Background: an optimization exercise with open tools, aiming at a short achievable clock period and few clock cycles. Do not read the settings as production practice. Function was checked by simulation only, so behaviour that the tests miss may differ from the original. Power figures rest on the tool's default switching activity, not on a simulated workload.

==> flow/design.v <==
package rv_core_pkg;
    typedef logic [32-1:0] word_t;
    typedef logic [$clog2(32)-1:0] reg_idx_t;
    typedef logic [3:0] funct_t;
    typedef enum logic [3:0] {
        ALU_ADD  = 4'b0000,
        ALU_SUB  = 4'b0001,
        ALU_SLT  = 4'b0010,   
        ALU_SLTU = 4'b0011,   
        ALU_SLL  = 4'b0100,
        ALU_SRL  = 4'b0101,
        ALU_XOR  = 4'b0110,
        ALU_OR   = 4'b0111,
        ALU_AND  = 4'b1000,
        ALU_SRA  = 4'b1001    
    } alu_op_t;
endpackage
`timescale 1ns/1ps
module rv_fetch_stage (
    input  logic                  clk,
    input  logic                  rst_n,
    input  rv_core_pkg::word_t    imem_insn,
    input  logic [31:1]           rf_valid,    
    input  logic [31:1]           wb_oh,       
    input  rv_core_pkg::reg_idx_t e_rd,        
    output rv_core_pkg::word_t    imem_addr,
    output rv_core_pkg::reg_idx_t d_rd,        
    output logic [8:0]            d_sel,       
    output rv_core_pkg::word_t    d_imm,       
    output logic [31:1]           d_rs1_sel,   
    output logic [31:1]           d_rs2_sel,
    output logic                  d_byp_a,     
    output logic                  d_byp_b,     
    output logic                  pre_fwd_a,   
    output logic                  pre_fwd_b,   
    output logic                  pre_sll,     
    output logic                  pre_sr,      
    output logic                  pre_arith    
);
    logic [29:0]           pc;    
    rv_core_pkg::reg_idx_t rs1;
    rv_core_pkg::reg_idx_t rs2;
    logic                  is_op;
    logic                  is_op_imm;
    logic [3:0]            funct;
    logic [8:0]            sel;
    logic                  byp_a;
    logic                  byp_b;
    logic [31:1]           rs1_sel;
    logic [31:1]           rs2_sel;
    logic [31:1]           rf_read;   
    assign imem_addr = {pc, 2'b00};
    assign rs1       = imem_insn[19:15];
    assign rs2       = imem_insn[24:20];
    assign is_op     = (imem_insn[6:0] == 7'b0110011);
    assign is_op_imm = (imem_insn[6:0] == 7'b0010011);
    assign funct     = {imem_insn[30], imem_insn[14:12]};
    assign pre_fwd_a = (d_rd != '0) && (d_rd == rs1);
    assign pre_fwd_b = (d_rd != '0) && (d_rd == rs2) && is_op;
    assign pre_sll   = sel[4];
    assign pre_sr    = sel[5];
    assign pre_arith = sel[5] && imem_insn[30];
    assign byp_a = (e_rd != '0) && (e_rd == rs1);
    assign byp_b = (e_rd != '0) && (e_rd == rs2) && is_op;
    always_comb begin
        for (int i = 1; i < 32; i++) begin
            rf_read[i] = (rf_valid[i] || wb_oh[i]) && (e_rd != i[4:0]);
            rs1_sel[i] = (rs1 == i[4:0]) && rf_read[i];
            rs2_sel[i] = (rs2 == i[4:0]) && rf_read[i] && is_op;
        end
    end
    always_comb begin
        sel = '0;
        if (is_op) begin
            case (funct)
                4'b1000: sel[1] = 1'b1;
                4'b0001: sel[4] = 1'b1;
                4'b0010: sel[2] = 1'b1;
                4'b0011: sel[3] = 1'b1;
                4'b0100: sel[6] = 1'b1;
                4'b0101: sel[5] = 1'b1;
                4'b1101: sel[5] = 1'b1;
                4'b0110: sel[7] = 1'b1;
                4'b0111: sel[8] = 1'b1;
                default: sel[0] = 1'b1;
            endcase
        end else if (is_op_imm) begin
            case (funct[2:0])
                3'b001:  sel[4] = 1'b1;
                3'b010:  sel[2] = 1'b1;
                3'b011:  sel[3] = 1'b1;
                3'b100:  sel[6] = 1'b1;
                3'b101:  sel[5] = 1'b1;
                3'b110:  sel[7] = 1'b1;
                3'b111:  sel[8] = 1'b1;
                default: sel[0] = 1'b1;
            endcase
        end
    end
    always_ff @(posedge clk or negedge rst_n) begin
        if (!rst_n) begin
            pc    <= '0;
            d_rd  <= '0;
        end else begin
            pc    <= pc + 30'd1;
            d_rd  <= (is_op || is_op_imm) ? imem_insn[11:7] : '0;
        end
    end
    always_ff @(posedge clk) begin
        d_sel     <= sel;
        d_imm     <= is_op_imm ? {{(32-12){imem_insn[31]}}, imem_insn[31:20]} : '0;
        d_rs1_sel <= rs1_sel;
        d_rs2_sel <= rs2_sel;
        d_byp_a   <= byp_a;
        d_byp_b   <= byp_b;
    end
endmodule
`timescale 1ns/1ps
module rv_regfile (
    input  logic               clk,
    input  logic               rst_n,
    input  logic [31:1]        rs1_sel,
    input  logic [31:1]        rs2_sel,
    input  logic               byp1_sel,
    input  logic               byp2_sel,
    input  rv_core_pkg::word_t byp1,
    input  rv_core_pkg::word_t byp2,
    input  rv_core_pkg::word_t imm2,      
    input  logic [31:1]        wr_oh,     
    input  rv_core_pkg::word_t wr_data,
    output logic [31:1]        valid,
    output rv_core_pkg::word_t rs1_val,
    output rv_core_pkg::word_t rs2_val
);
    rv_core_pkg::word_t regs [1:32-1];
    always_ff @(posedge clk or negedge rst_n) begin
        if (!rst_n) begin
            valid <= '0;
        end else begin
            valid <= valid | wr_oh;
        end
    end
    always_ff @(posedge clk) begin
        for (int i = 1; i < 32; i++) begin
            if (wr_oh[i]) begin
                regs[i] <= wr_data;
            end
        end
    end
    for (genvar j = 0; j < 32; j++) begin : rd
        logic [31:0] v;
        for (genvar i = 1; i < 32; i++) begin : r
            assign v[i] = regs[i][j];
        end
        assign v[0] = 1'b0;
        rv_rf_mux32 m1 (.s({rs1_sel, byp1_sel}), .v({v[31:1], byp1[j]}), .y(rs1_val[j]));
        rv_rf_mux32x m2 (.s({rs2_sel, byp2_sel}), .v({v[31:1], byp2[j]}), .x(imm2[j]), .y(rs2_val[j]));
    end
endmodule
module rv_rf_mux32 (
    input  logic [31:0] s,
    input  logic [31:0] v,
    output logic        y
);
    logic [15:0] l1;
    logic [3:0]  l2;
    logic        l3;
    for (genvar i = 0; i < 16; i++) begin : a
        rv_g_aoi22 u (.a1(s[2*i]), .a2(v[2*i]), .b1(s[2*i+1]), .b2(v[2*i+1]), .y(l1[i]));
    end
    for (genvar i = 0; i < 4; i++) begin : n
        rv_g_nand4 u (.a(l1[4*i]), .b(l1[4*i+1]), .c(l1[4*i+2]), .d(l1[4*i+3]), .y(l2[i]));
    end
    rv_g_nor4 o (.a(l2[0]), .b(l2[1]), .c(l2[2]), .d(l2[3]), .y(l3));
    rv_g_inv  i (.a(l3), .y(y));
endmodule
module rv_rf_mux32x (
    input  logic [31:0] s,
    input  logic [31:0] v,
    input  logic        x,
    output logic        y
);
    logic [15:0] l1;
    logic [3:0]  l2;
    logic        l3;
    rv_g_a221oi u0 (.a1(s[0]), .a2(v[0]), .b1(s[1]), .b2(v[1]), .c(x), .y(l1[0]));
    for (genvar i = 1; i < 16; i++) begin : a
        rv_g_aoi22 u (.a1(s[2*i]), .a2(v[2*i]), .b1(s[2*i+1]), .b2(v[2*i+1]), .y(l1[i]));
    end
    for (genvar i = 0; i < 4; i++) begin : n
        rv_g_nand4 u (.a(l1[4*i]), .b(l1[4*i+1]), .c(l1[4*i+2]), .d(l1[4*i+3]), .y(l2[i]));
    end
    rv_g_nor4 o (.a(l2[0]), .b(l2[1]), .c(l2[2]), .d(l2[3]), .y(l3));
    rv_g_inv  i (.a(l3), .y(y));
endmodule
module rv_g_a221oi (input logic a1, input logic a2, input logic b1, input logic b2, input logic c,
                    output logic y);
    assign y = ~((a1 & a2) | (b1 & b2) | c);
endmodule
module rv_g_aoi22 (input logic a1, input logic a2, input logic b1, input logic b2, output logic y);
    assign y = ~((a1 & a2) | (b1 & b2));
endmodule
module rv_g_nand4 (input logic a, input logic b, input logic c, input logic d, output logic y);
    assign y = ~(a & b & c & d);
endmodule
module rv_g_nor4 (input logic a, input logic b, input logic c, input logic d, output logic y);
    assign y = ~(a | b | c | d);
endmodule
`timescale 1ns/1ps
module rv_decode_stage (
    input  logic                  clk,
    input  logic                  rst_n,
    input  rv_core_pkg::word_t    d_imm,      
    input  logic [31:1]           d_rs1_sel,
    input  logic [31:1]           d_rs2_sel,
    input  logic                  d_byp_a,
    input  logic                  d_byp_b,
    input  logic [31:1]           wb_oh,      
    input  rv_core_pkg::word_t    wb_data,
    output logic [31:1]           rf_valid,
    output rv_core_pkg::word_t    d_a,        
    output rv_core_pkg::word_t    d_b         
);
    rv_regfile regfile_i (
        .clk      (clk),
        .rst_n    (rst_n),
        .rs1_sel  (d_rs1_sel),
        .rs2_sel  (d_rs2_sel),
        .byp1_sel (d_byp_a),
        .byp2_sel (d_byp_b),
        .byp1     (wb_data),
        .byp2     (wb_data),
        .imm2     (d_imm),
        .wr_oh    (wb_oh),
        .wr_data  (wb_data),
        .valid    (rf_valid),
        .rs1_val  (d_a),
        .rs2_val  (d_b)
    );
endmodule
`timescale 1ns/1ps
module rv_execute_stage (
    input  logic                  clk,
    input  logic                  rst_n,
    input  rv_core_pkg::word_t    d_a,        
    input  rv_core_pkg::word_t    d_b,        
    input  logic [8:0]            d_sel,      
    input  logic                  pre_fwd_a,  
    input  logic                  pre_fwd_b,  
    input  logic                  pre_sll,    
    input  logic                  pre_sr,     
    input  logic                  pre_arith,  
    input  rv_core_pkg::reg_idx_t d_rd,
    output rv_core_pkg::reg_idx_t e_rd,       
    output logic [31:1]           wb_oh,      
    output rv_core_pkg::word_t    wb_data,
    output logic                  ret_valid,
    output rv_core_pkg::reg_idx_t ret_rd,
    output rv_core_pkg::word_t    ret_data
);
    localparam int W = 32;
    rv_core_pkg::word_t a;
    rv_core_pkg::word_t b;
    logic [4:0]         sl_n;      
    logic [4:0]         sr_n;      
    logic               sr_fill;   
    logic               l_xor, l_or, l_and;
    rv_core_pkg::word_t sum;
    rv_core_pkg::word_t diff;
    rv_core_pkg::word_t p;         
    rv_core_pkg::word_t t;         
    rv_core_pkg::word_t g;         
    logic               cout_sub;  
    rv_alu_add #(.SUB(0)) add_i (.a(a), .b(b), .s(sum),  .p(p), .t(t), .g(g), .cout());
    rv_alu_add #(.SUB(1)) sub_i (.a(a), .b(b), .s(diff), .p(),  .t(),  .g(),  .cout(cout_sub));
    rv_core_pkg::word_t lg;
    for (genvar i = 0; i < W; i++) begin : lgc
        rv_g_logic u (.p(p[i]), .t(t[i]), .g(g[i]), .lx(l_xor), .lo(l_or), .la(l_and), .y(lg[i]));
    end
    rv_core_pkg::word_t sl4;       
    rv_core_pkg::word_t sr4;       
    rv_alu_shift4 #(.LEFT(1)) sll_i (.x(a), .n(sl_n[3:0]), .fill(1'b0),    .y(sl4));
    rv_alu_shift4 #(.LEFT(0)) srl_i (.x(a), .n(sr_n[3:0]), .fill(sr_fill), .y(sr4));
    logic [7:0] ws, as, bs, ls, rs, fs;
    function automatic logic [7:0] term_sel(input logic [7:0] s, input logic n4_l, input logic n4_r);
        term_sel[0] = s[0];
        term_sel[1] = s[1];
        term_sel[2] = s[2];
        term_sel[3] = s[3];
        term_sel[4] = s[4] & n4_l;
        term_sel[5] = s[4] & ~n4_l;
        term_sel[6] = s[5] & n4_r;
        term_sel[7] = s[5] & ~n4_r;
    endfunction
    logic       x31;    
    assign x31 = a[W-1] ^ b[W-1];
    function automatic logic [1:0] cmp_sel(input logic [7:0] s);
        cmp_sel[0] = s[7] | (s[6] & ~x31);      
        cmp_sel[1] = s[6] & x31 & a[W-1];       
    endfunction
    rv_core_pkg::word_t alu_res;
    rv_core_pkg::word_t nxt_a;
    rv_core_pkg::word_t nxt_b;
    rv_core_pkg::word_t nxt_l;
    rv_core_pkg::word_t nxt_r;
    rv_core_pkg::word_t nxt_f;
    rv_alu_pick pick_w (.ts(term_sel(ws, sl_n[4], sr_n[4])), .cs(cmp_sel(ws)), .sum(sum), .diff(diff),
                        .lg(lg), .dv('0),  .sl4(sl4), .sr4(sr4), .fill(sr_fill), .ltu_n(cout_sub), .y(alu_res));
    rv_alu_pick pick_a (.ts(term_sel(as, sl_n[4], sr_n[4])), .cs(cmp_sel(as)), .sum(sum), .diff(diff),
                        .lg(lg), .dv(d_a), .sl4(sl4), .sr4(sr4), .fill(sr_fill), .ltu_n(cout_sub), .y(nxt_a));
    rv_alu_pick pick_b (.ts(term_sel(bs, sl_n[4], sr_n[4])), .cs(cmp_sel(bs)), .sum(sum), .diff(diff),
                        .lg(lg), .dv(d_b), .sl4(sl4), .sr4(sr4), .fill(sr_fill), .ltu_n(cout_sub), .y(nxt_b));
    rv_alu_pick pick_l (.ts(term_sel(ls, sl_n[4], sr_n[4])), .cs(cmp_sel(ls)), .sum(sum), .diff(diff),
                        .lg(lg), .dv(d_b), .sl4(sl4), .sr4(sr4), .fill(sr_fill), .ltu_n(cout_sub), .y(nxt_l));
    rv_alu_pick pick_r (.ts(term_sel(rs, sl_n[4], sr_n[4])), .cs(cmp_sel(rs)), .sum(sum), .diff(diff),
                        .lg(lg), .dv(d_b), .sl4(sl4), .sr4(sr4), .fill(sr_fill), .ltu_n(cout_sub), .y(nxt_r));
    rv_alu_pick pick_f (.ts(term_sel(fs, sl_n[4], sr_n[4])), .cs(cmp_sel(fs)), .sum(sum), .diff(diff),
                        .lg(lg), .dv(d_a), .sl4(sl4), .sr4(sr4), .fill(sr_fill), .ltu_n(cout_sub), .y(nxt_f));
    always_ff @(posedge clk) begin
        a       <= nxt_a;
        b       <= nxt_b;
        sl_n    <= nxt_l[4:0];
        sr_n    <= nxt_r[4:0];
        sr_fill <= nxt_f[W-1];
        l_xor   <= d_sel[6];
        l_or    <= d_sel[7];
        l_and   <= d_sel[8];
        wb_data <= alu_res;
    end
    function automatic logic [7:0] sel_of(input logic [8:0] s, input logic fw, input logic dv);
        sel_of[0] = fw & s[0];
        sel_of[1] = fw & s[1];
        sel_of[2] = fw;                 
        sel_of[3] = dv;
        sel_of[4] = fw & s[4];
        sel_of[5] = fw & s[5];
        sel_of[6] = fw & s[2];
        sel_of[7] = fw & s[3];
    endfunction
    logic pre_shift;
    assign pre_shift = pre_sll | pre_sr;
    always_ff @(posedge clk) begin
        ws <= sel_of(d_sel, 1'b1, 1'b0);
        as <= sel_of(d_sel, pre_fwd_a, ~pre_fwd_a);
        bs <= sel_of(d_sel, pre_fwd_b, ~pre_fwd_b);
        ls <= sel_of(d_sel, pre_fwd_b & pre_sll, ~pre_fwd_b & pre_sll);
        rs <= sel_of(d_sel, pre_fwd_b & pre_sr, ~pre_fwd_b & pre_sr);
        fs <= sel_of(d_sel, pre_fwd_a & pre_sr & pre_arith, ~pre_fwd_a & pre_sr & pre_arith);
    end
    logic [31:1] e_oh;
    always_comb begin
        for (int i = 1; i < 32; i++) begin
            e_oh[i] = (e_rd == i[4:0]);
        end
    end
    logic                  wb_valid;
    rv_core_pkg::reg_idx_t wb_rd;
    always_ff @(posedge clk or negedge rst_n) begin
        if (!rst_n) begin
            e_rd      <= '0;
            wb_oh     <= '0;
            wb_valid  <= 1'b0;
            ret_valid <= 1'b0;
        end else begin
            e_rd      <= d_rd;
            wb_oh     <= e_oh;
            wb_valid  <= (e_rd != '0);
            ret_valid <= wb_valid;
        end
    end
    always_ff @(posedge clk) begin
        wb_rd <= e_rd;
        if (wb_valid) begin
            ret_rd   <= wb_rd;
            ret_data <= wb_data;
        end
    end
endmodule
module rv_alu_add #(
    parameter bit SUB = 0
) (
    input  logic [31:0] a,
    input  logic [31:0] b,
    output logic [31:0] s,
    output logic [31:0] p,      
    output logic [31:0] t,      
    output logic [31:0] g,      
    output logic        cout
);
    logic [31:0] gg [0:5];   
    logic [31:0] tt [0:5];
    for (genvar i = 0; i < 32; i++) begin : l0
        if (SUB == 0) begin : add
            rv_g_nand2 gi (.a(a[i]), .b(b[i]), .y(gg[0][i]));
            rv_g_nor2  ti (.a(a[i]), .b(b[i]), .y(tt[0][i]));
            rv_g_xor2  pi (.a(a[i]), .b(b[i]), .y(p[i]));
            rv_g_inv   gt (.a(gg[0][i]), .y(g[i]));
            rv_g_inv   tg (.a(tt[0][i]), .y(t[i]));
        end else begin : sub
            if (i == 0) begin : c0
                rv_g_nor2b  gi (.a(a[i]), .bn(b[i]), .y(gg[0][i]));
            end else begin : cn
                rv_g_nand2b gi (.a(a[i]), .bn(b[i]), .y(gg[0][i]));
            end
            rv_g_nor2b  ti (.a(a[i]), .bn(b[i]), .y(tt[0][i]));
            rv_g_xnor2  pi (.a(a[i]), .b(b[i]), .y(p[i]));
            assign g[i] = 1'b0;
            assign t[i] = 1'b0;
        end
    end
    for (genvar l = 0; l < 5; l++) begin : lv
        for (genvar i = 0; i < 32; i++) begin : bt
            if (i >= (1 << l)) begin : c
                if (l % 2 == 0) begin : n2p
                    rv_g_pre_n2p u (.gn_hi(gg[l][i]), .tn_hi(tt[l][i]), .gn_lo(gg[l][i-(1<<l)]),
                                    .tn_lo(tt[l][i-(1<<l)]), .g(gg[l+1][i]), .t(tt[l+1][i]));
                end else begin : p2n
                    rv_g_pre_p2n u (.g_hi(gg[l][i]), .t_hi(tt[l][i]), .g_lo(gg[l][i-(1<<l)]),
                                    .t_lo(tt[l][i-(1<<l)]), .gn(gg[l+1][i]), .tn(tt[l+1][i]));
                end
            end else begin : w
                rv_g_inv ig (.a(gg[l][i]), .y(gg[l+1][i]));
                assign tt[l+1][i] = 1'b0;   
            end
        end
    end
    if (SUB == 0) begin : s0
        assign s[0] = p[0];
    end else begin : s1
        rv_g_inv s0i (.a(p[0]), .y(s[0]));
    end
    for (genvar i = 1; i < 32; i++) begin : sx
        rv_g_xor2 si (.a(p[i]), .b(gg[5][i-1]), .y(s[i]));
    end
    assign cout = gg[5][31];
endmodule
module rv_alu_shift4 #(
    parameter bit LEFT = 1
) (
    input  logic [31:0] x,
    input  logic [3:0]  n,
    input  logic        fill,
    output logic [31:0] y
);
    logic [31:0] v [0:4];   
    logic        fill_n;
    assign v[0] = x;
    rv_g_inv fi (.a(fill), .y(fill_n));
    for (genvar k = 0; k < 4; k++) begin : st
        for (genvar i = 0; i < 32; i++) begin : bt
            localparam int SRC = LEFT ? i - (1 << k) : i + (1 << k);
            if (SRC >= 0 && SRC < 32) begin : m
                rv_g_mux2i u (.s(n[k]), .a1(v[k][SRC]), .a0(v[k][i]), .y(v[k+1][i]));
            end else if (LEFT) begin : z
                if (k % 2 == 0) begin : t2n
                    rv_g_zf_t2n u (.s(n[k]), .x(v[k][i]), .y(v[k+1][i]));
                end else begin : n2t
                    rv_g_nor2 u (.a(n[k]), .b(v[k][i]), .y(v[k+1][i]));
                end
            end else begin : f
                if (k % 2 == 0) begin : t2n
                    rv_g_mux2i u (.s(n[k]), .a1(fill), .a0(v[k][i]), .y(v[k+1][i]));
                end else begin : n2t
                    rv_g_mux2i u (.s(n[k]), .a1(fill_n), .a0(v[k][i]), .y(v[k+1][i]));
                end
            end
        end
    end
    assign y = v[4];
endmodule
module rv_alu_pick (
    input  logic [7:0]  ts,
    input  logic [1:0]  cs,
    input  logic [31:0] sum,
    input  logic [31:0] diff,
    input  logic [31:0] lg,
    input  logic [31:0] dv,
    input  logic [31:0] sl4,
    input  logic [31:0] sr4,
    input  logic        fill,
    input  logic        ltu_n,
    output logic [31:0] y
);
    for (genvar i = 0; i < 32; i++) begin : bt
        if (i == 0) begin : b0
            logic lt;
            rv_g_inv ci (.a(ltu_n), .y(lt));
            rv_g_ao8 u (.s0(ts[0]), .v0(sum[i]), .s1(ts[1]), .v1(diff[i]), .s2(ts[2]), .v2(lg[i] | cs[1]),
                        .s3(ts[3]), .v3(dv[i]), .s4(ts[5]), .v4(sl4[i]), .s5(ts[6]), .v5(sr4[i+16]),
                        .s6(ts[7]), .v6(sr4[i]), .s7(cs[0]), .v7(lt), .y(y[i]));
        end else if (i < 16) begin : lo
            rv_g_ao7 u (.s0(ts[0]), .v0(sum[i]), .s1(ts[1]), .v1(diff[i]), .s2(ts[2]), .v2(lg[i]),
                        .s3(ts[3]), .v3(dv[i]), .s4(ts[5]), .v4(sl4[i]), .s5(ts[6]), .v5(sr4[i+16]),
                        .s6(ts[7]), .v6(sr4[i]), .y(y[i]));
        end else begin : hi
            rv_g_ao8 u (.s0(ts[0]), .v0(sum[i]), .s1(ts[1]), .v1(diff[i]), .s2(ts[2]), .v2(lg[i]),
                        .s3(ts[3]), .v3(dv[i]), .s4(ts[4]), .v4(sl4[i-16]), .s5(ts[5]), .v5(sl4[i]),
                        .s6(ts[6]), .v6(fill), .s7(ts[7]), .v7(sr4[i]), .y(y[i]));
        end
    end
endmodule
module rv_g_inv   (input logic a, output logic y);                 assign y = ~a;        endmodule
module rv_g_nand2 (input logic a, input logic b, output logic y);  assign y = ~(a & b);  endmodule
module rv_g_nor2  (input logic a, input logic b, output logic y);  assign y = ~(a | b);  endmodule
module rv_g_xor2  (input logic a, input logic b, output logic y);  assign y = a ^ b;     endmodule
module rv_g_xnor2 (input logic a, input logic b, output logic y);  assign y = ~(a ^ b);  endmodule
module rv_g_nand2b (input logic a, input logic bn, output logic y); assign y = ~(a & ~bn); endmodule
module rv_g_nor2b  (input logic a, input logic bn, output logic y); assign y = ~(a | ~bn); endmodule
module rv_g_zf_t2n (input logic s, input logic x, output logic y); assign y = ~(~s & x); endmodule
module rv_g_mux2i (input logic s, input logic a1, input logic a0, output logic y);
    assign y = ~(s ? a1 : a0);
endmodule
module rv_g_pre_n2p (input logic gn_hi, input logic tn_hi, input logic gn_lo, input logic tn_lo,
                     output logic g, output logic t);
    assign g = ~(gn_hi & (tn_hi | gn_lo));
    assign t = ~(tn_hi | tn_lo);
endmodule
module rv_g_pre_p2n (input logic g_hi, input logic t_hi, input logic g_lo, input logic t_lo,
                     output logic gn, output logic tn);
    assign gn = ~(g_hi | (t_hi & g_lo));
    assign tn = ~(t_hi & t_lo);
endmodule
module rv_g_logic (input logic p, input logic t, input logic g, input logic lx, input logic lo,
                   input logic la, output logic y);
    assign y = (lx & p) | (lo & t) | (la & g);
endmodule
module rv_g_ao7 (input logic s0, v0, s1, v1, s2, v2, s3, v3, s4, v4, s5, v5, s6, v6,
                 output logic y);
    assign y = (s0 & v0) | (s1 & v1) | (s2 & v2) | (s3 & v3) | (s4 & v4) | (s5 & v5) | (s6 & v6);
endmodule
module rv_g_ao8 (input logic s0, v0, s1, v1, s2, v2, s3, v3, s4, v4, s5, v5, s6, v6, s7, v7,
                 output logic y);
    assign y = (s0 & v0) | (s1 & v1) | (s2 & v2) | (s3 & v3) | (s4 & v4) | (s5 & v5) | (s6 & v6)
             | (s7 & v7);
endmodule
`timescale 1ns/1ps
module rv_core_top (
    input  logic                  clk,
    input  logic                  rst_n,
    input  rv_core_pkg::word_t    imem_insn,      
    output rv_core_pkg::word_t    imem_addr,
    output logic                  retire_valid,   
    output rv_core_pkg::reg_idx_t retire_rd,
    output rv_core_pkg::word_t    retire_data
);
    rv_core_pkg::reg_idx_t d_rd;
    logic [8:0]            d_sel;
    rv_core_pkg::word_t    d_imm;
    logic [31:1]           d_rs1_sel;
    logic [31:1]           d_rs2_sel;
    logic                  d_byp_a;
    logic                  d_byp_b;
    logic                  pre_fwd_a;
    logic                  pre_fwd_b;
    logic                  pre_sll;
    logic                  pre_sr;
    logic                  pre_arith;
    logic [31:1]           rf_valid;
    rv_core_pkg::word_t    d_a;
    rv_core_pkg::word_t    d_b;
    rv_core_pkg::reg_idx_t e_rd;
    logic [31:1]           wb_oh;
    rv_core_pkg::word_t    wb_data;
    rv_fetch_stage fetch_i (
        .clk       (clk),
        .rst_n     (rst_n),
        .imem_insn (imem_insn),
        .rf_valid  (rf_valid),
        .wb_oh     (wb_oh),
        .e_rd      (e_rd),
        .imem_addr (imem_addr),
        .d_rd      (d_rd),
        .d_sel     (d_sel),
        .d_imm     (d_imm),
        .d_rs1_sel (d_rs1_sel),
        .d_rs2_sel (d_rs2_sel),
        .d_byp_a   (d_byp_a),
        .d_byp_b   (d_byp_b),
        .pre_fwd_a (pre_fwd_a),
        .pre_fwd_b (pre_fwd_b),
        .pre_sll   (pre_sll),
        .pre_sr    (pre_sr),
        .pre_arith (pre_arith)
    );
    rv_decode_stage decode_i (
        .clk       (clk),
        .rst_n     (rst_n),
        .d_imm     (d_imm),
        .d_rs1_sel (d_rs1_sel),
        .d_rs2_sel (d_rs2_sel),
        .d_byp_a   (d_byp_a),
        .d_byp_b   (d_byp_b),
        .wb_oh     (wb_oh),
        .wb_data   (wb_data),
        .rf_valid  (rf_valid),
        .d_a       (d_a),
        .d_b       (d_b)
    );
    rv_execute_stage execute_i (
        .clk       (clk),
        .rst_n     (rst_n),
        .d_a       (d_a),
        .d_b       (d_b),
        .d_sel     (d_sel),
        .pre_fwd_a (pre_fwd_a),
        .pre_fwd_b (pre_fwd_b),
        .pre_sll   (pre_sll),
        .pre_sr    (pre_sr),
        .pre_arith (pre_arith),
        .d_rd      (d_rd),
        .e_rd      (e_rd),
        .wb_oh     (wb_oh),
        .wb_data   (wb_data),
        .ret_valid (retire_valid),
        .ret_rd    (retire_rd),
        .ret_data  (retire_data)
    );
endmodule
==> flow/run.sh <==
#!/bin/bash
# synth_recipe.tcl (not shown) runs the flow's synth.tcl, then flattens the netlist and writes it again
# the make line also repeats each setting of config.mk as NAME=value (left out here)
make -C /OpenROAD-flow-scripts/flow DESIGN_CONFIG=/design/flow/config.mk WORK_HOME=/design/flow/orfs CLKGATE_MAP_FILE= SYNTH_SCRIPT=/design/flow/synth_recipe.tcl finish
==> flow/config.mk <==
export PLATFORM = sky130hd
export DESIGN_NAME = rv_core_top
export DESIGN_NICKNAME = rv_core_top
export VERILOG_FILES = /design/flow/design.v
export SDC_FILE = /design/flow/constraint.sdc
export NUM_CORES = 4
export LEC_CHECK = 0
export CAP_MARGIN = 20
export CORE_MARGIN = 2
export CORE_UTILIZATION = 50
export SETUP_SLACK_MARGIN = 3.0
export SLEW_MARGIN = 20
export SYNTH_HIERARCHICAL = 1
export SYNTH_MINIMUM_KEEP_SIZE = 0
export TNS_END_PERCENT = 100
==> flow/constraint.sdc <==
create_clock -name core_clock -period 5.2 [get_ports {clk}]
set_input_delay 1.0400 -clock core_clock [delete_from_list [all_inputs] [get_ports {clk}]]
set_output_delay 1.0400 -clock core_clock [all_outputs]
set_load 0.01 [all_outputs]
==> results_dict.tcl, run 1 <==
set metrics [dict create \
    instances_no_fill 7574 \
    via_per_inst 7.08 \
    gp_congestion 1.03 \
    clock_latency_ps 820 \
    cts-root-buf "clkbuf_16" \
    rsz0062_at_grt "true" \
    ant_nets 0 \
    leakage_uw 0.0273 \
    pwr-share-seq_pct 51.1 \
    grt_pass1_vias 51526 \
    core-area_mm2 0.137 \
    drt-initial-drc-count 7849 \
    p_switching_uw 5400 \
    setup_violations 0 \
    wl_met2_um 128000 \
    num_vias 53591 \
    clkPwrFrac_pct 44.0 \
    crit_path_top_delay_cell "nor4_4" \
    max_freq_ghz 0.393 \
    hold_class "flop to flop" \
    fin_ws_ps 2660 \
    startpoint "fetch_i.d_rs2_sel[8]" \
    period_share_pct 48.9 \
    fin_crit_ps 2540 \
    arrival_ps 3210 \
    hold_violations 0 \
    clockBufferDepth 3 \
    cp-end-kind "flop" \
    min_path_cells 0 \
    clkTransAtPathRegs_ps 60 \
    yosys_warnings 24 \
    relSlewSlack_pct 12.8 \
    drt_drc_violations_left 0 \
    grt.total_usage_pct 39.9 \
    max_stage_delay_ps 620 \
    place_ws_ps 1610 \
    dr_wl_met3_um 31800 \
    row_count 136 \
    highest_layer "met5" \
    worstMarginPinSlew_ps 1310 \
    skew_ps 48.8 \
    p_total_uw 23400 \
    start_util_pct 50.3 \
    crit_path_max_fanout 5 \
    hold_ws_ps 332 \
    drt_wl_total_um 289000 \
    clock_sinks 1377 \
    cts_tree "built" \
    io_buffers 101 \
    criticalPathCategory "flop to flop" \
    antenna_found_initial 6 \
    finalNetCount 5695 \
    r2r_setup_slack_ps 2660 \
    pwr-share-comb_pct 4.9 \
    crit_path_start_kind "flop" \
    power_density_mw_per_mm2 273 \
    die_w_um 375 \
    crit_required_ps 5870 \
    hpwl_um 179000 \
    netlist_area_mm2 0.0689 \
    area_growth_pct 24.1 \
    synth_area_per_cell_um2 14.0 \
    cts_hold_buf 0 \
    dp.cells 7020 \
    path_cells "buf_6 > buf_16 > a22oi_2 > nand4_1 > nor4_4 > inv_1 > a22oi_2 > nand4_1" \
    reg2regPathDepth 8 \
    p_int_uw 18000 \
    grt_pass1_wl_um 396000 \
    syn-instance-count 4936 \
    dieArea_mm2 0.141 \
    layout-drive-gt1-share_pct 46.8 \
    overflow 0 \
    timing.rr.start "fetch_i.d_rs2_sel[8]" \
    status "timing/DRC/antenna clean" \
    crit_end "execute_i.b[25]" \
    peakVddDrop_mv 0.329 \
    drt-wirelength-per-cell_um 38.2 \
    tns_ps 0 \
    drt_pass1_iterations 9 \
    cts_buffers 150 \
    grt_max_degree 68 \
    finalMaxSlewViolations 0 \
    die_y_um 375 \
    htreeDepth 4 \
    ios 104 \
    route.layer.met1.wl_um 112000 \
    timing.rr.end "execute_i.b[25]" \
    swShare_pct 23.1 \
    maxCapViolCount 0 \
]
==> worst max-delay path, delay by kind of cell (launching register included) <==
kind | cells | cell delay, ps
AND/OR/NAND/NOR | 3 | 1180
flip-flops | 1 | 430
buffers and inverters | 3 | 420
AO/OA/AOI/OAI | 2 | 370
==> what timing repair did <==
action,in CTS,in global routing
gates cloned,27,3
pin swaps,343,252
setup buffers,162,90
endpoints found under the setup margin,224,208
resized for setup,1051,294
endpoints found under the hold margin,0,0
==> metrics by stage <==
| stage | area, um2 | utilization (%) |
|---|---|---|
| 2_1_floorplan | 69400 | - |
| 3_3_place_gp | 73600 | 53.7 |
| 3_5_place_dp | 73600 | 53.7 |
| 4_1_cts | 83400 | 60.8 |
| 5_1_grt | 85600 | 62.4 |
| 6_report | 85600 | 62.4 |
==> area by class of cell <==
| cell class | count | area (um2) |
|---|---|---|
| timing repair buffer | 528 | 5780 |
| clock buffer | 217 | 4200 |
| tap | 1794 | 2240 |
| inverter | 236 | 917 |
| sequential | 1377 | 38800 |
| clock inverter | 53 | 475 |
| antenna | 2 | 5.00 |
| multi-input combinational | 3367 | 33100 |
| fill | 10506 | 51600 |
==> power by group through the flow <==
stage	Clock (uW)	Sequential, uW	Combinational (uW)
2_1_floorplan	0	12200	460
3_3_place_gp	0	12200	867
3_5_place_dp	0	12200	871
4_1_cts	10400	12000	1020
5_1_grt	10800	12000	1200
6_report	10300	12000	1160
==> placed cells by master (no fill, tap or decap), types with 53 or more instances in the layout <==
| master | instances |
|---|---|
| a22oi_2 | 1039 |
| edfxtp_1 | 1029 |
| nand4_1 | 321 |
| a22oi_1 | 275 |
| buf_4 | 251 |
| inv_1 | 186 |
| clkbuf_16 | 155 |
| mux2i_1 | 145 |
| nand2_1 | 103 |
| conb_1 | 98 |
| nor2_1 | 97 |
| o21ai_2 | 91 |
| dfxtp_2 | 88 |
| a222oi_1 | 85 |
| dfxtp_4 | 81 |
| nand3_1 | 78 |
| buf_6 | 77 |
| dfxtp_1 | 75 |
| a21oi_2 | 72 |
| xnor2_1 | 66 |
| dfrtp_1 | 65 |
| mux2i_2 | 64 |
| buf_12 | 62 |
| buf_2 | 57 |
| nor2_4 | 56 |
| o21ai_4 | 56 |
| nor2_2 | 54 |
| xor2_1 | 53 |
==> state kept, by name, indices dropped and copies added, names as in the netlist, 30 cells and up <==
register and flops:
decode_i.regfile_i.regs 992, execute_i.a 32, execute_i.b 32, execute_i.ret_data 32
execute_i.wb_data 32, decode_i.regfile_i.valid 31, execute_i.wb_oh 31, fetch_i.d_rs1_sel 31
fetch_i.d_rs2_sel 31, fetch_i.pc 30
==> how the worst min path moves through the flow <==
stage | start | end | slack [ps]
floorplan | fetch_i.d_sel[8] | execute_i.l_and | 310
global placement | fetch_i.d_sel[8] | execute_i.l_and | 370
detailed placement | fetch_i.d_sel[8] | execute_i.l_and | 360
CTS | fetch_i.d_sel[8] | execute_i.l_and | 340
global route | fetch_i.d_sel[8] | execute_i.l_and | 340
finish | fetch_i.d_sel[8] | execute_i.l_and | 330
==> routing by layer <==
layer | global-route usage (%) | up-vias
li1 | - | 21795
met4 | 20.4 | 8
met1 | 53.5 | 27309
met5 | 0 | -
met2 | 60.4 | 3602
met3 | 9.85 | 877
Testbench counts, summed over its fixed seeds: cycles 12,032.
==> run 2, diff against run 1 <==
--- a/flow/design.v
+++ b/flow/design.v
@@ -22,46 +22,49 @@
     input  rv_core_pkg::word_t    imem_insn,
     input  logic [31:1]           rf_valid,    
     input  logic [31:1]           wb_oh,       
+    input  rv_core_pkg::reg_idx_t d_rd,        
     input  rv_core_pkg::reg_idx_t e_rd,        
     output rv_core_pkg::word_t    imem_addr,
-    output rv_core_pkg::reg_idx_t d_rd,        
-    output logic [8:0]            d_sel,       
-    output rv_core_pkg::word_t    d_imm,       
-    output logic [31:1]           d_rs1_sel,   
-    output logic [31:1]           d_rs2_sel,
-    output logic                  d_byp_a,     
-    output logic                  d_byp_b,     
-    output logic                  pre_fwd_a,   
-    output logic                  pre_fwd_b,   
-    output logic                  pre_sll,     
-    output logic                  pre_sr,      
-    output logic                  pre_arith    
+    output rv_core_pkg::reg_idx_t r_rd,        
+    output logic [8:0]            r_sel,       
+    output rv_core_pkg::word_t    r_imm,       
+    output logic [31:1]           r_rs1_sel,   
+    output logic [31:1]           r_rs2_sel,
+    output logic                  r_bypr_a,    
+    output logic                  r_bypr_b,    
+    output logic                  r_bypd_a,    
+    output logic                  r_bypd_b,    
+    output logic                  r_fwd_a,     
+    output logic                  r_fwd_b,     
+    output logic                  r_sll,       
+    output logic                  r_sr,        
+    output logic                  r_arith      
 );
-    logic [29:0]           pc;    
+    logic [29:0]           pc;       
+    logic [29:0]           addr_q;   
+    logic                  r_wr;     
     rv_core_pkg::reg_idx_t rs1;
     rv_core_pkg::reg_idx_t rs2;
     logic                  is_op;
     logic                  is_op_imm;
     logic [3:0]            funct;
     logic [8:0]            sel;
-    logic                  byp_a;
-    logic                  byp_b;
+    logic                  fwd_a, fwd_b, bypd_a, bypd_b, bypr_a, bypr_b;
     logic [31:1]           rs1_sel;
     logic [31:1]           rs2_sel;
     logic [31:1]           rf_read;   
-    assign imem_addr = {pc, 2'b00};
+    assign imem_addr = {addr_q, 2'b00};
     assign rs1       = imem_insn[19:15];
     assign rs2       = imem_insn[24:20];
     assign is_op     = (imem_insn[6:0] == 7'b0110011);
     assign is_op_imm = (imem_insn[6:0] == 7'b0010011);
     assign funct     = {imem_insn[30], imem_insn[14:12]};
-    assign pre_fwd_a = (d_rd != '0) && (d_rd == rs1);
-    assign pre_fwd_b = (d_rd != '0) && (d_rd == rs2) && is_op;
-    assign pre_sll   = sel[4];
-    assign pre_sr    = sel[5];
-    assign pre_arith = sel[5] && imem_insn[30];
-    assign byp_a = (e_rd != '0) && (e_rd == rs1);
-    assign byp_b = (e_rd != '0) && (e_rd == rs2) && is_op;
+    rv_eq5 fwd_a_i  (.a(rs1), .b(r_rd), .en(r_wr),                   .y(fwd_a));
+    rv_eq5 fwd_b_i  (.a(rs2), .b(r_rd), .en(r_wr & is_op),           .y(fwd_b));
+    rv_eq5 bypd_a_i (.a(rs1), .b(d_rd), .en(d_rd != '0),             .y(bypd_a));
+    rv_eq5 bypd_b_i (.a(rs2), .b(d_rd), .en((d_rd != '0) & is_op),   .y(bypd_b));
+    rv_eq5 bypr_a_i (.a(rs1), .b(e_rd), .en(e_rd != '0),             .y(bypr_a));
+    rv_eq5 bypr_b_i (.a(rs2), .b(e_rd), .en((e_rd != '0) & is_op),   .y(bypr_b));
     always_comb begin
         for (int i = 1; i < 32; i++) begin
             rf_read[i] = (rf_valid[i] || wb_oh[i]) && (e_rd != i[4:0]);
@@ -99,21 +102,41 @@
     end
     always_ff @(posedge clk or negedge rst_n) begin
         if (!rst_n) begin
-            pc    <= '0;
-            d_rd  <= '0;
+            pc   <= '0;
+            r_rd <= '0;
+            r_wr <= 1'b0;
         end else begin
-            pc    <= pc + 30'd1;
-            d_rd  <= (is_op || is_op_imm) ? imem_insn[11:7] : '0;
+            pc   <= pc + 30'd1;
+            r_rd <= (is_op || is_op_imm) ? imem_insn[11:7] : '0;
+            r_wr <= (is_op || is_op_imm) && (imem_insn[11:7] != '0);
         end
     end
     always_ff @(posedge clk) begin
-        d_sel     <= sel;
-        d_imm     <= is_op_imm ? {{(32-12){imem_insn[31]}}, imem_insn[31:20]} : '0;
-        d_rs1_sel <= rs1_sel;
-        d_rs2_sel <= rs2_sel;
-        d_byp_a   <= byp_a;
-        d_byp_b   <= byp_b;
+        addr_q <= rst_n ? pc + 30'd1 : '0;
     end
+    always_ff @(posedge clk) begin
+        r_sel     <= sel;
+        r_imm     <= is_op_imm ? {{(32-12){imem_insn[31]}}, imem_insn[31:20]} : '0;
+        r_rs1_sel <= rs1_sel;
+        r_rs2_sel <= rs2_sel;
+        r_bypr_a  <= bypr_a;
+        r_bypr_b  <= bypr_b;
+        r_bypd_a  <= bypd_a & ~fwd_a;
+        r_bypd_b  <= bypd_b & ~fwd_b;
+        r_fwd_a   <= fwd_a;
+        r_fwd_b   <= fwd_b;
+        r_sll     <= sel[4];
+        r_sr      <= sel[5];
+        r_arith   <= sel[5] & imem_insn[30];
+    end
+endmodule
+module rv_eq5 (
+    input  logic [4:0] a,
+    input  logic [4:0] b,
+    input  logic       en,
+    output logic       y
+);
+    assign y = en && (a == b);
 endmodule
 `timescale 1ns/1ps
 module rv_regfile (
@@ -210,33 +233,61 @@
 module rv_decode_stage (
     input  logic                  clk,
     input  logic                  rst_n,
-    input  rv_core_pkg::word_t    d_imm,      
-    input  logic [31:1]           d_rs1_sel,
-    input  logic [31:1]           d_rs2_sel,
-    input  logic                  d_byp_a,
-    input  logic                  d_byp_b,
+    input  rv_core_pkg::reg_idx_t r_rd,
+    input  logic [8:0]            r_sel,
+    input  rv_core_pkg::word_t    r_imm,      
+    input  logic [31:1]           r_rs1_sel,
+    input  logic [31:1]           r_rs2_sel,
+    input  logic                  r_bypr_a,
+    input  logic                  r_bypr_b,
+    input  logic                  r_bypd_a,
+    input  logic                  r_bypd_b,
     input  logic [31:1]           wb_oh,      
     input  rv_core_pkg::word_t    wb_data,
     output logic [31:1]           rf_valid,
+    output rv_core_pkg::reg_idx_t d_rd,       
+    output logic [8:0]            d_sel,      
     output rv_core_pkg::word_t    d_a,        
     output rv_core_pkg::word_t    d_b         
 );
+    rv_core_pkg::word_t rf_a;
+    rv_core_pkg::word_t rf_b;
+    rv_core_pkg::word_t ra;
+    rv_core_pkg::word_t rb;
+    logic               bypd_a;
+    logic               bypd_b;
     rv_regfile regfile_i (
         .clk      (clk),
         .rst_n    (rst_n),
-        .rs1_sel  (d_rs1_sel),
-        .rs2_sel  (d_rs2_sel),
-        .byp1_sel (d_byp_a),
-        .byp2_sel (d_byp_b),
+        .rs1_sel  (r_rs1_sel),
+        .rs2_sel  (r_rs2_sel),
+        .byp1_sel (r_bypr_a),
+        .byp2_sel (r_bypr_b),
         .byp1     (wb_data),
         .byp2     (wb_data),
-        .imm2     (d_imm),
+        .imm2     (r_imm),
         .wr_oh    (wb_oh),
         .wr_data  (wb_data),
         .valid    (rf_valid),
-        .rs1_val  (d_a),
-        .rs2_val  (d_b)
+        .rs1_val  (rf_a),
+        .rs2_val  (rf_b)
     );
+    always_ff @(posedge clk or negedge rst_n) begin
+        if (!rst_n) begin
+            d_rd <= '0;
+        end else begin
+            d_rd <= r_rd;
+        end
+    end
+    always_ff @(posedge clk) begin
+        ra     <= rf_a;
+        rb     <= rf_b;
+        bypd_a <= r_bypd_a;
+        bypd_b <= r_bypd_b;
+        d_sel  <= r_sel;
+    end
+    assign d_a = bypd_a ? wb_data : ra;
+    assign d_b = bypd_b ? wb_data : rb;
 endmodule
 `timescale 1ns/1ps
 module rv_execute_stage (
@@ -281,7 +332,7 @@
     rv_core_pkg::word_t sr4;       
     rv_alu_shift4 #(.LEFT(1)) sll_i (.x(a), .n(sl_n[3:0]), .fill(1'b0),    .y(sl4));
     rv_alu_shift4 #(.LEFT(0)) srl_i (.x(a), .n(sr_n[3:0]), .fill(sr_fill), .y(sr4));
-    logic [7:0] ws, as, bs, ls, rs, fs;
+    logic [7:0] ws, as, bs, ls, rs, fs;   
     function automatic logic [7:0] term_sel(input logic [7:0] s, input logic n4_l, input logic n4_r);
         term_sel[0] = s[0];
         term_sel[1] = s[1];
@@ -337,16 +388,27 @@
         sel_of[6] = fw & s[2];
         sel_of[7] = fw & s[3];
     endfunction
-    logic pre_shift;
-    assign pre_shift = pre_sll | pre_sr;
+    logic [8:0] e_sel;
+    logic       fa, na, fb, nb, fl, nl, fr, nr, ff, nf;
     always_ff @(posedge clk) begin
-        ws <= sel_of(d_sel, 1'b1, 1'b0);
-        as <= sel_of(d_sel, pre_fwd_a, ~pre_fwd_a);
-        bs <= sel_of(d_sel, pre_fwd_b, ~pre_fwd_b);
-        ls <= sel_of(d_sel, pre_fwd_b & pre_sll, ~pre_fwd_b & pre_sll);
-        rs <= sel_of(d_sel, pre_fwd_b & pre_sr, ~pre_fwd_b & pre_sr);
-        fs <= sel_of(d_sel, pre_fwd_a & pre_sr & pre_arith, ~pre_fwd_a & pre_sr & pre_arith);
-    end
+        e_sel <= d_sel;
+        fa    <= pre_fwd_a;
+        na    <= ~pre_fwd_a;
+        fb    <= pre_fwd_b;
+        nb    <= ~pre_fwd_b;
+        fl    <= pre_fwd_b & pre_sll;
+        nl    <= ~pre_fwd_b & pre_sll;
+        fr    <= pre_fwd_b & pre_sr;
+        nr    <= ~pre_fwd_b & pre_sr;
+        ff    <= pre_fwd_a & pre_arith;
+        nf    <= ~pre_fwd_a & pre_arith;
+    end
+    assign ws = sel_of(e_sel, 1'b1, 1'b0);
+    assign as = sel_of(e_sel, fa, na);
+    assign bs = sel_of(e_sel, fb, nb);
+    assign ls = sel_of(e_sel, fl, nl);
+    assign rs = sel_of(e_sel, fr, nr);
+    assign fs = sel_of(e_sel, ff, nf);
     logic [31:1] e_oh;
     always_comb begin
         for (int i = 1; i < 32; i++) begin
@@ -360,20 +422,17 @@
             e_rd      <= '0;
             wb_oh     <= '0;
             wb_valid  <= 1'b0;
-            ret_valid <= 1'b0;
         end else begin
             e_rd      <= d_rd;
             wb_oh     <= e_oh;
             wb_valid  <= (e_rd != '0);
-            ret_valid <= wb_valid;
         end
     end
     always_ff @(posedge clk) begin
-        wb_rd <= e_rd;
-        if (wb_valid) begin
-            ret_rd   <= wb_rd;
-            ret_data <= wb_data;
-        end
+        wb_rd     <= e_rd;
+        ret_valid <= rst_n & wb_valid;
+        ret_rd    <= wb_rd;
+        ret_data  <= wb_data;
     end
 endmodule
 module rv_alu_add #(
@@ -543,19 +602,23 @@
     output rv_core_pkg::reg_idx_t retire_rd,
     output rv_core_pkg::word_t    retire_data
 );
+    rv_core_pkg::reg_idx_t r_rd;
+    logic [8:0]            r_sel;
+    rv_core_pkg::word_t    r_imm;
+    logic [31:1]           r_rs1_sel;
+    logic [31:1]           r_rs2_sel;
+    logic                  r_bypr_a;
+    logic                  r_bypr_b;
+    logic                  r_bypd_a;
+    logic                  r_bypd_b;
+    logic                  r_fwd_a;
+    logic                  r_fwd_b;
+    logic                  r_sll;
+    logic                  r_sr;
+    logic                  r_arith;
+    logic [31:1]           rf_valid;
     rv_core_pkg::reg_idx_t d_rd;
     logic [8:0]            d_sel;
-    rv_core_pkg::word_t    d_imm;
-    logic [31:1]           d_rs1_sel;
-    logic [31:1]           d_rs2_sel;
-    logic                  d_byp_a;
-    logic                  d_byp_b;
-    logic                  pre_fwd_a;
-    logic                  pre_fwd_b;
-    logic                  pre_sll;
-    logic                  pre_sr;
-    logic                  pre_arith;
-    logic [31:1]           rf_valid;
     rv_core_pkg::word_t    d_a;
     rv_core_pkg::word_t    d_b;
     rv_core_pkg::reg_idx_t e_rd;
@@ -567,32 +630,41 @@
         .imem_insn (imem_insn),
         .rf_valid  (rf_valid),
         .wb_oh     (wb_oh),
+        .d_rd      (d_rd),
         .e_rd      (e_rd),
         .imem_addr (imem_addr),
-        .d_rd      (d_rd),
-        .d_sel     (d_sel),
-        .d_imm     (d_imm),
-        .d_rs1_sel (d_rs1_sel),
-        .d_rs2_sel (d_rs2_sel),
-        .d_byp_a   (d_byp_a),
-        .d_byp_b   (d_byp_b),
-        .pre_fwd_a (pre_fwd_a),
-        .pre_fwd_b (pre_fwd_b),
-        .pre_sll   (pre_sll),
-        .pre_sr    (pre_sr),
-        .pre_arith (pre_arith)
+        .r_rd      (r_rd),
+        .r_sel     (r_sel),
+        .r_imm     (r_imm),
+        .r_rs1_sel (r_rs1_sel),
+        .r_rs2_sel (r_rs2_sel),
+        .r_bypr_a  (r_bypr_a),
+        .r_bypr_b  (r_bypr_b),
+        .r_bypd_a  (r_bypd_a),
+        .r_bypd_b  (r_bypd_b),
+        .r_fwd_a   (r_fwd_a),
+        .r_fwd_b   (r_fwd_b),
+        .r_sll     (r_sll),
+        .r_sr      (r_sr),
+        .r_arith   (r_arith)
     );
     rv_decode_stage decode_i (
         .clk       (clk),
         .rst_n     (rst_n),
-        .d_imm     (d_imm),
-        .d_rs1_sel (d_rs1_sel),
-        .d_rs2_sel (d_rs2_sel),
-        .d_byp_a   (d_byp_a),
-        .d_byp_b   (d_byp_b),
+        .r_rd      (r_rd),
+        .r_sel     (r_sel),
+        .r_imm     (r_imm),
+        .r_rs1_sel (r_rs1_sel),
+        .r_rs2_sel (r_rs2_sel),
+        .r_bypr_a  (r_bypr_a),
+        .r_bypr_b  (r_bypr_b),
+        .r_bypd_a  (r_bypd_a),
+        .r_bypd_b  (r_bypd_b),
         .wb_oh     (wb_oh),
         .wb_data   (wb_data),
         .rf_valid  (rf_valid),
+        .d_rd      (d_rd),
+        .d_sel     (d_sel),
         .d_a       (d_a),
         .d_b       (d_b)
     );
@@ -602,11 +674,11 @@
         .d_a       (d_a),
         .d_b       (d_b),
         .d_sel     (d_sel),
-        .pre_fwd_a (pre_fwd_a),
-        .pre_fwd_b (pre_fwd_b),
-        .pre_sll   (pre_sll),
-        .pre_sr    (pre_sr),
-        .pre_arith (pre_arith),
+        .pre_fwd_a (r_fwd_a),
+        .pre_fwd_b (r_fwd_b),
+        .pre_sll   (r_sll),
+        .pre_sr    (r_sr),
+        .pre_arith (r_arith),
         .d_rd      (d_rd),
         .e_rd      (e_rd),
         .wb_oh     (wb_oh),
--- a/flow/config.mk
+++ b/flow/config.mk
@@ -7,8 +7,8 @@
 export LEC_CHECK = 0
 export CAP_MARGIN = 20
 export CORE_MARGIN = 2
-export CORE_UTILIZATION = 50
-export SETUP_SLACK_MARGIN = 3.0
+export CORE_UTILIZATION = 65
+export SETUP_SLACK_MARGIN = 3.5
 export SLEW_MARGIN = 20
 export SYNTH_HIERARCHICAL = 1
 export SYNTH_MINIMUM_KEEP_SIZE = 0
==> results_dict.tcl, run 2 <==
set metrics [dict create \
    reg2regPathDepth 10 \
    start_util_pct 65.2 \
    yosys_warnings 25 \
    timing.rr.start "execute_i.a[3]" \
    clock_sinks 1465 \
    fin_ws_ps 2380 \
    drt_drc_violations_left 0 \
    r2r_setup_slack_ps 2380 \
    status "timing/DRC/antenna clean" \
    p_total_uw 24100 \
    leakage_uw 0.0308 \
    period_share_pct 54.1 \
    io_buffers 101 \
    max_freq_ghz 0.355 \
    gp_congestion 1.09 \
    row_count 122 \
    worstMarginPinSlew_ps 1370 \
    clockBufferDepth 3 \
    placed_area_mm2 0.0761 \
    drt_pass1_iterations 14 \
    grt.total_usage_pct 49.4 \
    grt_max_degree 54 \
    pwr-share-comb_pct 4.1 \
    clkTransAtPathRegs_ps 70 \
    drt-wirelength-per-cell_um 38.1 \
    drt-initial-drc-count 10212 \
    drt_wl_total_um 287000 \
    startpoint "execute_i.a[3]" \
    hold_ws_ps 192 \
    grt_pass1_vias 55323 \
    crit_path_max_fanout 5 \
    fin_area_mm2 0.0892 \
    ios 104 \
    core-area_mm2 0.110 \
    cts_hold_buf 0 \
    cts_tree "built" \
    p_switching_uw 5420 \
    hold_class "input port to asynchronous set/reset pin" \
    relSlewSlack_pct 8.40 \
    cts-root-buf "clkbuf_16" \
    place_ws_ps 2340 \
    skew_ps 25.6 \
    area_growth_pct 24.1 \
    die_y_um 337 \
    die_w_um 337 \
    power_density_mw_per_mm2 271 \
    via_per_inst 7.68 \
    largest_register_ffs 992 \
    ant_nets 0 \
    htreeDepth 4 \
    layout-drive-gt1-share_pct 48.6 \
    crit_required_ps 5780 \
    largest_register "decode_i.regfile_i.regs" \
    criticalPathCategory "flop to flop" \
    synth_area_per_cell_um2 13.9 \
    overflow 0 \
    netlist_area_mm2 0.0719 \
    timing.rr.end "execute_i.b[12]" \
    syn-instance-count 5166 \
    final_common_cell "a22oi_2" \
    clkPwrFrac_pct 44.0 \
    cts_buffers 149 \
    rsz0062_at_grt "true" \
    layout_common_cells "a22oi_2, edfxtp_1, nand4_1, a22oi_1, buf_4" \
    clock_latency_ps 780 \
    pwr-share-seq_pct 51.9 \
    peakVddDrop_mv 0.361 \
    setup_violations 0 \
    p_int_uw 18700 \
    hold_violations 0 \
    crit_path_start_kind "flop" \
    arrival_ps 3400 \
    dieArea_mm2 0.113 \
    hpwl_um 170000 \
    tns_ps 0 \
    finalMaxSlewViolations 0 \
    grt_pass1_wl_um 398000 \
    cp-end-kind "flop" \
    fin_crit_ps 2820 \
    maxCapViolCount 0 \
    num_vias 57855 \
    finalNetCount 5953 \
    antenna_found_initial 15 \
    swShare_pct 22.5 \
]
-- run 2: cell types whose count changed in the layout (fill, tap and decap cells not counted), sizes merged, moves of 11 or more --
cell	change
dfxtp	+120
mux2	+64
edfxtp	-37
buf	+35
nand2	+27
xor2	+20
xnor2	-14
and2	+12
clkdlybuf4s50	-11
-- run 2: worst max-delay path: stages (launching register included) --
cell      delay [ps]
dfxtp_4          380
nor2_4           200
o21ai_4          100
buf_6            130
a21oi_4          540
inv_2            150
a21oi_4          190
inv_2             80
xor2_4           210
a222oi_1         420
nand3_1          230
-- run 2: final cells by class --
class / count / area (um2)
Sequential cell: 1465 / 40300
Multi-Input combinational cell: 3506 / 35100
Clock inverter: 59 / 474
Fill cell: 6068 / 21000
Antenna cell: 7 / 17.5
Inverter: 239 / 913
Timing Repair Buffer: 557 / 6220
Tap cell: 1488 / 1860
Clock buffer: 215 / 4310
-- run 2: worst max-delay path by stage --
stage / end / slack (ps) / cells past startpoint
floorplan: fetch_i.r_rs2_sel[3] / 3120 / 4
global placement: execute_i.a[8] / 2330 / 6
detailed placement: fetch_i.r_rs2_sel[12] / 2340 / 4
CTS: execute_i.b[12] / 2850 / 10
global route: execute_i.b[12] / 2390 / 10
finish: execute_i.b[12] / 2380 / 10
-- run 2: repair_timing --
action / CTS / global route
buffers inserted: 190 / 107
cloned: 31 / 2
gates resized for setup: 1144 / 313
pin swaps: 325 / 225
endpoints found under the setup margin: 350 / 317
-- run 2: routing by layer --
layer	wire, um	GRT usage [%]	vias up
met3	46200	22.5	1599
met4	25500	33.0	24
met1	94000	60.2	28179
met2	121000	70.4	5414
met5	415	0	-
li1	-	-	22639
-- run 2: through the flow --
step                std cells  util [%]
finish                   7536      80.9
global route             7529      80.9
floorplan                5261         -
detailed placement       6924      69.1
global placement         6924      69.1
CTS                      7419      78.8
-- run 2: power groups by stage --
stage	combinational (uW)	sequential (uW)	clock, uW
2_1_floorplan	321	12800	0
3_3_place_gp	705	12800	0
3_5_place_dp	714	12800	0
4_1_cts	842	12500	10600
5_1_grt	1000	12500	11000
6_report	980	12500	10600
Testbench counts of run 2, summed over its fixed seeds: cycles 12,040.

what the ideal ports hide:
In the flow no input, the clock included, has a driving cell. The finished layouts below were timed again as built, in two steps. Step 1 assumes that a clkbuf_16 drives the clock port and a buf_2 every other input. Step 2 also shifts input and output timing later by t, the mid clock arrival at the registers, as if the neighbouring blocks saw the same clock. Slacks: no drivers / after step 1 / after step 2; pairs: no drivers / after step 1.
run | t, ns | slack for setup (ns) | worst slew at a driven data input, ns
run 1 | 0.881 | 2.657 / 2.653 / 2.230 | 0.05
run 2 | 0.846 | 2.385 / 2.385 / 2.385 | 0.05
After both steps every run listed still meets setup and hold. The setup slack of run 1, which loses most, moves by -0.004 ns with the drivers and by -0.427 ns with both steps.
